This is an optimization exercise on Yosys and OpenROAD, whose aim is small area, a short achievable clock period and few clock cycles per item, not a production implementation. At most, simulation tests tie the RTL to the original design; equivalence was not proved. Power figures rest on the tool's default switching activity, not on a simulated workload.

== run 1 ==
// ir_pulse_distance_transmitter
module ir_pulse_distance_transmitter (
   input  logic                  clock,
   input  logic                  reset,
   input  logic                  req_valid,
   output logic                  req_ready,
   input  logic                  req_kind,
   input  logic [63:0]           req_frame_low,
   input  logic [HIGH_BITS-1:0]  req_frame_high,
   output logic                  rsp_valid,
   input  logic                  rsp_ready,
   output logic                  rsp_ir_level,
   output logic                  rsp_busy_res,
   output logic                  rsp_frame_done,
   input  logic                  csr_we,
   input  logic [CSR_IDX_W-1:0]  csr_index,
   input  logic [CSR_DATA_W-1:0] csr_wdata
);
For scale: ~1100 cells after synthesis, about 200 flip-flops.
make LEC_CHECK=0 CAP_MARGIN=20 CORE_MARGIN=2 CORE_UTILIZATION=60 SETUP_SLACK_MARGIN=5 SLEW_MARGIN=20 finish   # period 8.0 ns
run.sh (not shown) runs the stock make flow with config.mk's settings and CLKGATE_MAP_FILE= SYNTH_SCRIPT=/design/flow/synth_recipe.tcl, a recipe that flattens the netlist after the stock synthesis.
The final layout from run 1, which completed every stage, passed the timing, design-rule and antenna checks at the end of the flow.
Testbench counts of run 1, summed over its fixed seeds: cycles 48,765, beats 48,704.
What run 2 does differently from run 1 at the input level:
- CORE_UTILIZATION: 60 -> 50
==> flow/flow/run.sh (new file) <==
#!/bin/bash
# Layout flow: the standard ORFS flow (standard synthesis unchanged), with the I/O port
# buffers made of plain buffers (sky130_fd_sc_hd__buf_2) instead of the cell buffer_ports
# picks by default (a delay buffer). Every port still gets its own buffer.
set -euo pipefail
bash standard.sh "BUFFER_PORTS_ARGS=-buffer_cell sky130_fd_sc_hd__buf_2" finish > flow_orfs.log 2>&1
==> flow/standard.sh (new file) <==
#!/bin/bash
# synth_recipe.tcl (not shown) runs the flow's synth.tcl, then flattens the netlist and writes it again
# the make line also repeats each setting of config.mk as NAME=value (left out here)
make -C /OpenROAD-flow-scripts/flow DESIGN_CONFIG=/design/flow/config.mk WORK_HOME=/design/flow/orfs CLKGATE_MAP_FILE= SYNTH_SCRIPT=/design/flow/synth_recipe.tcl "${@:-finish}"
removed: flow/run.sh
Notes after the runs:
Run 2: PASS, flow complete, no timing, DRC or antenna violations. Run 2 — well-tap cell count about 23% higher, run 1 as reference. Run 2 and run 1 ended up with nearly the same worst-case hold slack. The lower final-layout non-clock buffer area share of run 2 and run 1 is in run 2. NOTE met2 wire length run 1->run 2 decreased by a few percent. For wire length reported by the detailed router, run 2 and run 1 come out practically identical.
#### Input delta (run 3 over run 2)
- CORE_UTILIZATION changed from 50 to 60
Summary of run 3 over run 2: layout overhead on the synthesized area lower; relative contribution of the clock network to total power dropped 2.4 points; number of well-tap cells placed fell by 50; overall global routing resource usage saw an increase.

---

Another version of the RTL of ir_pulse_distance_transmitter (not shown whole).
Size in the first run: roughly 920 cells after synthesis, roughly 200 flip-flops, roughly 10,000 sq um of cells after synthesis.
==> flow/config.mk <==
export PLATFORM = sky130hd
export DESIGN_NAME = ir_pulse_distance_transmitter
export DESIGN_NICKNAME = ir_pulse_distance_transmitter
export VERILOG_FILES = /design/flow/design.v
export SDC_FILE = /design/flow/constraint.sdc
export NUM_CORES = 4
export LEC_CHECK = 0
export CAP_MARGIN = 20
export CORE_MARGIN = 2
export CORE_UTILIZATION = 60
export SETUP_SLACK_MARGIN = 5
export SLEW_MARGIN = 20
==> flow/constraint.sdc <==
create_clock -name core_clock -period 8.0 [get_ports {clock}]
set_input_delay 1.6000 -clock core_clock [delete_from_list [all_inputs] [get_ports {clock}]]
set_output_delay 1.6000 -clock core_clock [all_outputs]
set_load 0.01 [all_outputs]
standard.sh (not shown) runs the stock make flow with config.mk's settings and CLKGATE_MAP_FILE= SYNTH_SCRIPT=/design/flow/synth_recipe.tcl, a recipe that flattens the netlist after the stock synthesis.
==> flow/flow/run.sh <==
#!/bin/bash
# Layout flow: the standard ORFS flow (standard synthesis unchanged), with
#  - the I/O port buffers made of plain buffers (sky130_fd_sc_hd__buf_2) instead of the
#    delay buffer buffer_ports picks by default; every port still gets its own buffer;
#  - timing repair aiming at 5.5 ns of setup slack.
set -euo pipefail
bash standard.sh "BUFFER_PORTS_ARGS=-buffer_cell sky130_fd_sc_hd__buf_2" SETUP_SLACK_MARGIN=5.5 finish > flow_orfs.log 2>&1
The first run produced a clean layout.
Next try:
==> flow/flow/run.sh (replaced) <==
#!/bin/bash
# Layout flow: the standard ORFS flow (standard synthesis unchanged), with the I/O port
# buffers made of plain buffers (sky130_fd_sc_hd__buf_2) instead of the cell buffer_ports
# picks by default (a delay buffer). Every port still gets its own buffer.
set -euo pipefail
bash standard.sh "BUFFER_PORTS_ARGS=-buffer_cell sky130_fd_sc_hd__buf_2" finish > flow_orfs.log 2>&1
Effect:
- The new run passed the timing, design-rule and antenna checks
- synthesized cell count stays the same
- power falls by 2.6%
- setup slack is worse by 37 ps
Function was not checked in any run of this note: the RTL went through the layout flow alone.

---

Setup of run P:
Another version of the RTL of ir_pulse_distance_transmitter (not shown whole).
Size: about 1200 cells after synthesis, about 200 flip-flops, ~100 I/O pins, ~11000 sq um of cells after synthesis.
Settings: LEC_CHECK=0, ABC_AREA=1, CAP_MARGIN=20, CORE_MARGIN=2, CORE_UTILIZATION=70, CTS_BUF_LIST=sky130_fd_sc_hd__clkbuf_8, SETUP_SLACK_MARGIN=5, SLEW_MARGIN=20; clock period 8.0 ns.
==> flow/flow/run.sh <==
#!/bin/bash
# Layout flow: the standard ORFS flow (standard synthesis unchanged), with
#  - the I/O port buffers made of plain buffers (sky130_fd_sc_hd__buf_2) instead of the
#    delay buffer buffer_ports picks by default; every port still gets its own buffer;
#  - timing repair aiming at 5.3 ns of setup slack.
set -euo pipefail
bash standard.sh "BUFFER_PORTS_ARGS=-buffer_cell sky130_fd_sc_hd__buf_2" SETUP_SLACK_MARGIN=5.3 finish > flow_orfs.log 2>&1
Testbench counts of run P, summed over its fixed seeds: cycles 48,788, beats 48,704.
Relative to run P, the following input files were edited for run X:
diff --git a/flow/config.mk b/flow/config.mk
--- a/flow/config.mk
+++ b/flow/config.mk
@@ -11,3 +11,2 @@
 export CORE_UTILIZATION = 70
-export CTS_BUF_LIST = sky130_fd_sc_hd__clkbuf_8
 export SETUP_SLACK_MARGIN = 5
[summary]
- Routed wire length: run X lower than run P
- Between run P and run X, the maximum frequency figures differ only marginally.
- Run X vs run P: non-clock buffer count in the final layout down
- Reported for run P and run X, die area turned out identical to the last digit.
- Delta (run X minus run P): count of nets left with antenna violations after detail routing shows no meaningful change; sequential share of cell area shows an increase of 0.24 points; clock-buffer cell count shows a reduction of 36%; final cell count without fillers shows a reduction of 25.

---

ir_pulse_distance_transmitter, a different RTL version from the one above (not shown whole).
Size in the first run: roughly 1100 cells after synthesis, ~200 flip-flops, about 100 I/O pins, ~10000 sq um of cells after synthesis.
==> flow/config.mk <==
export PLATFORM = sky130hd
export DESIGN_NAME = ir_pulse_distance_transmitter
export DESIGN_NICKNAME = ir_pulse_distance_transmitter
export VERILOG_FILES = /design/flow/design.v
export SDC_FILE = /design/flow/constraint.sdc
export NUM_CORES = 4
export LEC_CHECK = 0
export CAP_MARGIN = 20
export CORE_MARGIN = 2
export CORE_UTILIZATION = 60
export SETUP_SLACK_MARGIN = 5
export SLEW_MARGIN = 20
==> flow/constraint.sdc <==
create_clock -name core_clock -period 8.0 [get_ports {clock}]
set_input_delay 1.6000 -clock core_clock [delete_from_list [all_inputs] [get_ports {clock}]]
set_output_delay 1.6000 -clock core_clock [all_outputs]
set_load 0.01 [all_outputs]
==> flow/flow/run.sh <==
#!/bin/bash
# Layout flow: the standard ORFS flow (standard synthesis unchanged), with the I/O port
# buffers made of plain buffers (sky130_fd_sc_hd__buf_2) instead of the cell buffer_ports
# picks by default (a delay buffer). Every port still gets its own buffer.
set -euo pipefail
bash standard.sh "BUFFER_PORTS_ARGS=-buffer_cell sky130_fd_sc_hd__buf_2" finish > flow_orfs.log 2>&1
==> next run, changes <==
- CORE_UTILIZATION: 60 -> 70
Result:
- total power went down by 3.7%
- non-clock buffer count went down by 5
- core utilization grows by 11 points
- setup slack improves by 0.18 ns
- combinational power rose by about 2%
- final cell count falls by 3.3%
- design area is lower by 1.6%
- die area shrinks by 14%
- global-route usage rises by 5.5 points
- synthesized area is unchanged
- routed wire length shrinks by 0.77%
==> next run, changes <==
==> flow/flow/run.sh (replaced) <==
#!/bin/bash
# Layout flow: the standard ORFS flow (standard synthesis unchanged), with
#  - the I/O port buffers made of plain buffers (sky130_fd_sc_hd__buf_2) instead of the
#    delay buffer buffer_ports picks by default; every port still gets its own buffer;
#  - timing repair aiming at 5.25 ns of setup slack.
set -euo pipefail
bash standard.sh "BUFFER_PORTS_ARGS=-buffer_cell sky130_fd_sc_hd__buf_2" SETUP_SLACK_MARGIN=5.25 finish > flow_orfs.log 2>&1
Outcome: The changed run ran to the end with no violations. Utilization grows by 3.8 points. Sequential power is about the same. Synthesized cell count is unchanged. Total power grows by 2.4%. Global-route usage grows by 1.8 points. Wire length grows by 13%. Clock skew hardly moves. Clock-buffer cell count grows by 6. Synthesized area is unchanged.
Function was not checked in any run of this note: the RTL went through the layout flow alone.

---

Setup of before:
The RTL this note starts from:
==> flow/design.v <==
package ipdt_pkg;
   localparam int FRAME_BITS = 72;
   localparam int BIT_IDX_W  = $clog2(FRAME_BITS + 1);
   localparam int HIGH_BITS  = FRAME_BITS - 64;
   localparam int HALF_W     = 8;
   localparam int CYC_W      = 10;
   localparam int SPACE_W    = 16;
   localparam int CSR_DATA_W = 16;
   localparam int CSR_IDX_W  = 3;
   localparam logic [HALF_W-1:0]  CARRIER_HALF_RST = 8'd13;
   localparam logic [CYC_W-1:0]   LEAD_BURST_RST   = 10'd322;
   localparam logic [SPACE_W-1:0] LEAD_SPACE_RST   = 16'd4500;
   localparam logic [CYC_W-1:0]   BIT_BURST_RST    = 10'd19;
   localparam logic [SPACE_W-1:0] ONE_SPACE_RST    = 16'd1750;
   localparam logic [SPACE_W-1:0] ZERO_SPACE_RST   = 16'd638;
   localparam logic [CYC_W-1:0]   END_BURST_RST    = 10'd19;
   typedef enum logic [CSR_IDX_W-1:0] {
      REG_CARRIER_HALF = 3'd0,
      REG_LEAD_BURST   = 3'd1,
      REG_LEAD_SPACE   = 3'd2,
      REG_BIT_BURST    = 3'd3,
      REG_ONE_SPACE    = 3'd4,
      REG_ZERO_SPACE   = 3'd5,
      REG_END_BURST    = 3'd6
   } csr_index_type;
   typedef enum logic {
      KIND_TICK  = 1'b0,
      KIND_START = 1'b1
   } kind_type;
   typedef enum logic [5:0] {
      PH_IDLE   = 6'b000001,
      PH_LEAD_B = 6'b000010,
      PH_LEAD_S = 6'b000100,
      PH_BIT_B  = 6'b001000,
      PH_BIT_S  = 6'b010000,
      PH_END_B  = 6'b100000
   } phase_type;
endpackage
import ipdt_pkg::*;
module ir_pulse_distance_transmitter (
   input  logic                  clock,
   input  logic                  reset,
   input  logic                  req_valid,
   output logic                  req_ready,
   input  logic                  req_kind,
   input  logic [63:0]           req_frame_low,
   input  logic [HIGH_BITS-1:0]  req_frame_high,
   output logic                  rsp_valid,
   input  logic                  rsp_ready,
   output logic                  rsp_ir_level,
   output logic                  rsp_busy_res,
   output logic                  rsp_frame_done,
   input  logic                  csr_we,
   input  logic [CSR_IDX_W-1:0]  csr_index,
   input  logic [CSR_DATA_W-1:0] csr_wdata
);
   logic [HALF_W-1:0]  half_r;
   logic [CYC_W-1:0]   lb_r, bb_r, eb_r;
   logic [SPACE_W-1:0] ls_r, os_r, zs_r;
   logic lb_nz, ls_nz, bb_nz, os_nz, zs_nz, eb_nz;
   logic wd_nz10, wd_nz16;
   assign wd_nz10 = |csr_wdata[CYC_W-1:0];
   assign wd_nz16 = |csr_wdata[SPACE_W-1:0];
   always_ff @(posedge clock) begin
      if (reset) begin
         half_r <= CARRIER_HALF_RST;
         lb_r   <= LEAD_BURST_RST;
         ls_r   <= LEAD_SPACE_RST;
         bb_r   <= BIT_BURST_RST;
         os_r   <= ONE_SPACE_RST;
         zs_r   <= ZERO_SPACE_RST;
         eb_r   <= END_BURST_RST;
         lb_nz  <= 1'b1;
         ls_nz  <= 1'b1;
         bb_nz  <= 1'b1;
         os_nz  <= 1'b1;
         zs_nz  <= 1'b1;
         eb_nz  <= 1'b1;
      end else if (csr_we) begin
         case (csr_index)
            REG_CARRIER_HALF: half_r <= csr_wdata[HALF_W-1:0];
            REG_LEAD_BURST:   begin lb_r <= csr_wdata[CYC_W-1:0];   lb_nz <= wd_nz10; end
            REG_LEAD_SPACE:   begin ls_r <= csr_wdata[SPACE_W-1:0]; ls_nz <= wd_nz16; end
            REG_BIT_BURST:    begin bb_r <= csr_wdata[CYC_W-1:0];   bb_nz <= wd_nz10; end
            REG_ONE_SPACE:    begin os_r <= csr_wdata[SPACE_W-1:0]; os_nz <= wd_nz16; end
            REG_ZERO_SPACE:   begin zs_r <= csr_wdata[SPACE_W-1:0]; zs_nz <= wd_nz16; end
            REG_END_BURST:    begin eb_r <= csr_wdata[CYC_W-1:0];   eb_nz <= wd_nz10; end
            default: ;
         endcase
      end
   end
   logic skip;
   assign skip = !bb_nz && !(os_nz && zs_nz);
   logic ph_lb, ph_ls, ph_bb, ph_bs, ph_eb, ph_be;    
   logic [17:0] cnt;
   logic        cp;                                    
   logic [FRAME_BITS:0] f;
   logic        curbit;                                
   logic        rdy_ff;
   logic        ov, ol, ob, od;                        
   logic        sv, sl, sb, sd;                        
   logic busy, burst, space;
   assign busy  = ph_lb | ph_ls | ph_bb | ph_bs | ph_eb;
   assign burst = ph_lb | ph_bb | ph_eb;
   assign space = ph_ls | ph_bs;
   logic [7:0] lo;
   logic [9:0] hi;
   assign lo = cnt[7:0];
   assign hi = cnt[17:8];
   logic lo_is0, lo_is1, hi_is0, hi_is1, half_end, seg_end;
   assign lo_is0   = (lo == 8'd0);
   assign lo_is1   = (lo == 8'd1);
   assign hi_is0   = (hi[7:0] == 8'd0);
   assign hi_is1   = (hi == 10'd1);
   assign half_end = lo_is0 || lo_is1;
   assign seg_end  = space ? (lo_is1 && hi_is0) : (half_end && cp && hi_is1);
   logic [17:0] cnt_step;
   logic        cp_step;
   assign cnt_step[7:0]  = (burst && half_end) ? half_r : lo - 8'd1;
   assign cnt_step[17:8] = (space ? lo_is0 : (half_end && cp)) ? hi - 10'd1 : hi;
   assign cp_step        = burst && (cp ^ half_end);
   logic exists;
   logic [FRAME_BITS:0] pre, f_skip, f_walk;
   assign exists = (|f[FRAME_BITS:1]) || (skip && f[0]);
   localparam int NG = (FRAME_BITS + 1 + 7) / 8;
   logic [NG-1:0] gany, gpre;
   logic [8*NG-1:0] fz;
   assign fz = {{(8*NG-FRAME_BITS-1){1'b0}}, f};
   always_comb begin
      for (int g = 0; g < NG; g++) gany[g] = |fz[8*g +: 8];
      gpre[0] = 1'b0;
      for (int g = 1; g < NG; g++) gpre[g] = gpre[g-1] | gany[g-1];
      for (int i = 0; i <= FRAME_BITS; i++) begin
         logic l;
         l = 1'b0;
         for (int j = (i / 8) * 8; j < i; j++) l = l | f[j];
         pre[i] = gpre[i/8] | l;
      end
   end
   assign f_skip = f & pre;
   assign f_walk = {1'b0, f[FRAME_BITS:1]};
   logic accept, is_tick, is_start, start_idle, start_be;
   assign accept     = req_valid && rdy_ff;
   assign is_tick    = accept && !req_kind;
   assign is_start   = accept && req_kind;
   assign start_idle = is_start && !busy;
   assign start_be   = start_idle && !lb_nz && !ls_nz;
   logic tick_busy, tick_end;
   assign tick_busy = is_tick && busy;
   assign tick_end  = tick_busy && seg_end;
   logic go_ls, go_bs_cur, go_entry;
   assign go_ls     = ph_lb && ls_nz;
   assign go_bs_cur = ph_bb && (curbit ? os_nz : zs_nz);
   assign go_entry  = (ph_lb && !ls_nz) || ph_ls || (ph_bb && !go_bs_cur) || ph_bs;
   logic try_enter, enter, go_eb;
   assign try_enter = (tick_end && go_entry) || ph_be;
   assign enter     = try_enter && exists;
   assign go_eb     = try_enter && !exists && eb_nz;
   logic done_tick;
   assign done_tick = seg_end && (ph_eb || (go_entry && !exists && !eb_nz));
   logic        bitsel;
   logic [17:0] cnt_init;
   logic        new_ls, new_bs;
   assign new_ls = start_idle ? !lb_nz : go_ls;
   assign new_bs = go_bs_cur || (enter && !bb_nz);
   assign bitsel = go_bs_cur ? curbit : (skip ? os_nz : f[0]);
   always_comb begin
      if (new_ls)
         cnt_init = {2'b00, ls_r};
      else if (new_bs)
         cnt_init = {2'b00, bitsel ? os_r : zs_r};
      else if (start_idle)
         cnt_init = {lb_r, half_r};
      else if (enter)
         cnt_init = {bb_r, half_r};
      else
         cnt_init = {eb_r, half_r};
   end
   logic push, r_l, r_b, r_d, be_busy;
   assign be_busy = exists || eb_nz;
   assign push = (accept && !start_be) || ph_be;
   assign r_l  = tick_busy && burst && !cp;
   assign r_b  = ph_be ? be_busy : (busy || is_start);
   assign r_d  = ph_be ? !be_busy : (tick_busy && done_tick);
   logic pop, sv_next;
   assign pop     = ov && rsp_ready;
   assign sv_next = (sv || push) && ov && !pop;
   logic [FRAME_BITS-1:0] fr_in;
   logic [FRAME_BITS:0]   f_load;
   assign fr_in = {req_frame_high, req_frame_low};
   always_comb begin
      for (int i = 0; i < FRAME_BITS; i++)
         f_load[i] = fr_in[i] ? (!skip || os_nz) : (skip && zs_nz);
      f_load[FRAME_BITS] = !skip;
   end
   always_ff @(posedge clock) begin
      if (reset) begin
         ph_lb  <= 1'b0;
         ph_ls  <= 1'b0;
         ph_bb  <= 1'b0;
         ph_bs  <= 1'b0;
         ph_eb  <= 1'b0;
         ph_be  <= 1'b0;
         rdy_ff <= 1'b1;
         ov     <= 1'b0;
         sv     <= 1'b0;
      end else begin
         rdy_ff <= !sv_next && !start_be;
         if (!ov || pop) begin
            ov <= sv || push;
            sv <= 1'b0;
         end else if (push) begin
            sv <= 1'b1;
         end
         if (start_idle) begin
            ph_lb <= lb_nz;
            ph_ls <= !lb_nz && ls_nz;
            ph_be <= !lb_nz && !ls_nz;
         end else if (ph_be || tick_end) begin
            ph_be <= 1'b0;
            ph_lb <= 1'b0;
            ph_ls <= go_ls;
            ph_bb <= enter && bb_nz;
            ph_bs <= new_bs;
            ph_eb <= go_eb;
         end
      end
   end
   always_ff @(posedge clock) begin
      if (!ov || pop) begin
         ol <= sv ? sl : r_l;
         ob <= sv ? sb : r_b;
         od <= sv ? sd : r_d;
      end else if (push && !sv) begin
         sl <= r_l;
         sb <= r_b;
         sd <= r_d;
      end
      if (start_idle || ph_be || tick_end) begin
         cnt <= cnt_init;
         cp  <= 1'b0;
      end else if (tick_busy) begin
         cnt <= cnt_step;
         cp  <= cp_step;
      end
      if (start_idle) begin
         f <= f_load;
      end else if (enter) begin
         f <= skip ? f_skip : f_walk;
         curbit <= f[0];
      end
   end
   assign req_ready      = rdy_ff;
   assign rsp_valid      = ov;
   assign rsp_ir_level   = ol;
   assign rsp_busy_res   = ob;
   assign rsp_frame_done = od;
endmodule
Settings: LEC_CHECK=0, ABC_CLOCK_PERIOD_IN_PS=2500, CAP_MARGIN=20, CORE_MARGIN=2, CORE_UTILIZATION=40, SLEW_MARGIN=20; clock period 8.0 ns.
run.sh (not shown) runs the stock make flow with config.mk's settings and CLKGATE_MAP_FILE= SYNTH_SCRIPT=/design/flow/synth_recipe.tcl, a recipe that flattens the netlist after the stock synthesis.
Stock flow here: none of the scripts above is used.
before reached the final stage; the timing, design-rule and antenna checks on its layout passed.
diff inputs: before => after
- ABC_CLOCK_PERIOD_IN_PS no longer set, was 2500
--- outcome ---
Delta (after minus before): hold-critical path depth comparable, multiplexer share of the synthesized area roughly the same, highest clock frequency the design can meet closely matched the old numbers, proportion of power drawn by the clock network neither gained nor lost much. As far as final-layout setup total negative slack goes, after and before are indistinguishable; the numbers are identical. Clock-buffer cell count: after vs before identical.
No run of this note included a check of the RTL's function; only the layout flow was run.

what the ideal ports hide:
No port has a modelled driver above. Below, the same layouts with a new extraction and two added sets of constraints.
Step 1 (the two cells are an assumption about what drives the block):
set clk [get_ports {clock}]
set_driving_cell -lib_cell sky130_fd_sc_hd__clkbuf_16 $clk
set_driving_cell -lib_cell sky130_fd_sc_hd__buf_2 [delete_from_list [all_inputs] $clk]
Step 2 times the ports against the registers' clock, not the clock port: input delays grow and output delays shrink by t, the midpoint of the rising clock arrivals with the driver on.
Three values: ideal, step 1, step 2; two values: the first two.
run	t (ns)	setup slack, ns	hold WS [ns]	slew at the worst register clock pin (ns)	cell pins on the clock port's net
run 1	0.545	4.948 / 4.974 / 4.429	0.455 / 0.455 / 0.455	0.06 / 0.06	1
run 2	0.562	4.909 / 4.925 / 4.363	0.454 / 0.454 / 0.454	0.06 / 0.06	1
run 3	0.548	4.900 / 4.914 / 4.366	0.457 / 0.457 / 0.457	0.06 / 0.06	1
the first run of note 2	0.550	5.027 / 5.027 / 4.592	0.554 / 0.554 / 0.554	0.07 / 0.07	1
the second run of note 2	0.548	4.990 / 5.001 / 4.464	0.545 / 0.545 / 0.545	0.06 / 0.06	1
run P	0.553	5.361 / 5.361 / 4.826	0.474 / 0.474 / 0.474	0.07 / 0.07	1
run X	0.550	5.360 / 5.365 / 4.829	0.475 / 0.475 / 0.475	0.07 / 0.07	1
the first run of note 4	0.556	4.872 / 4.893 / 4.337	0.474 / 0.474 / 0.474	0.07 / 0.07	1
the second run of note 4	0.544	5.054 / 5.076 / 4.531	0.476 / 0.476 / 0.476	0.07 / 0.07	1
the third run of note 4	0.549	5.109 / 5.132 / 4.583	0.473 / 0.473 / 0.473	0.07 / 0.07	1
before	0.493	3.496 / 3.508 / 3.015	0.456 / 0.456 / 0.456	0.09 / 0.09	1
after	0.493	3.496 / 3.508 / 3.015	0.456 / 0.456 / 0.456	0.09 / 0.09	1
After both steps setup and hold are still met in every run listed. The setup slack of run 2, which loses most, moves by +0.016 ns with the drivers and by -0.546 ns with both steps.
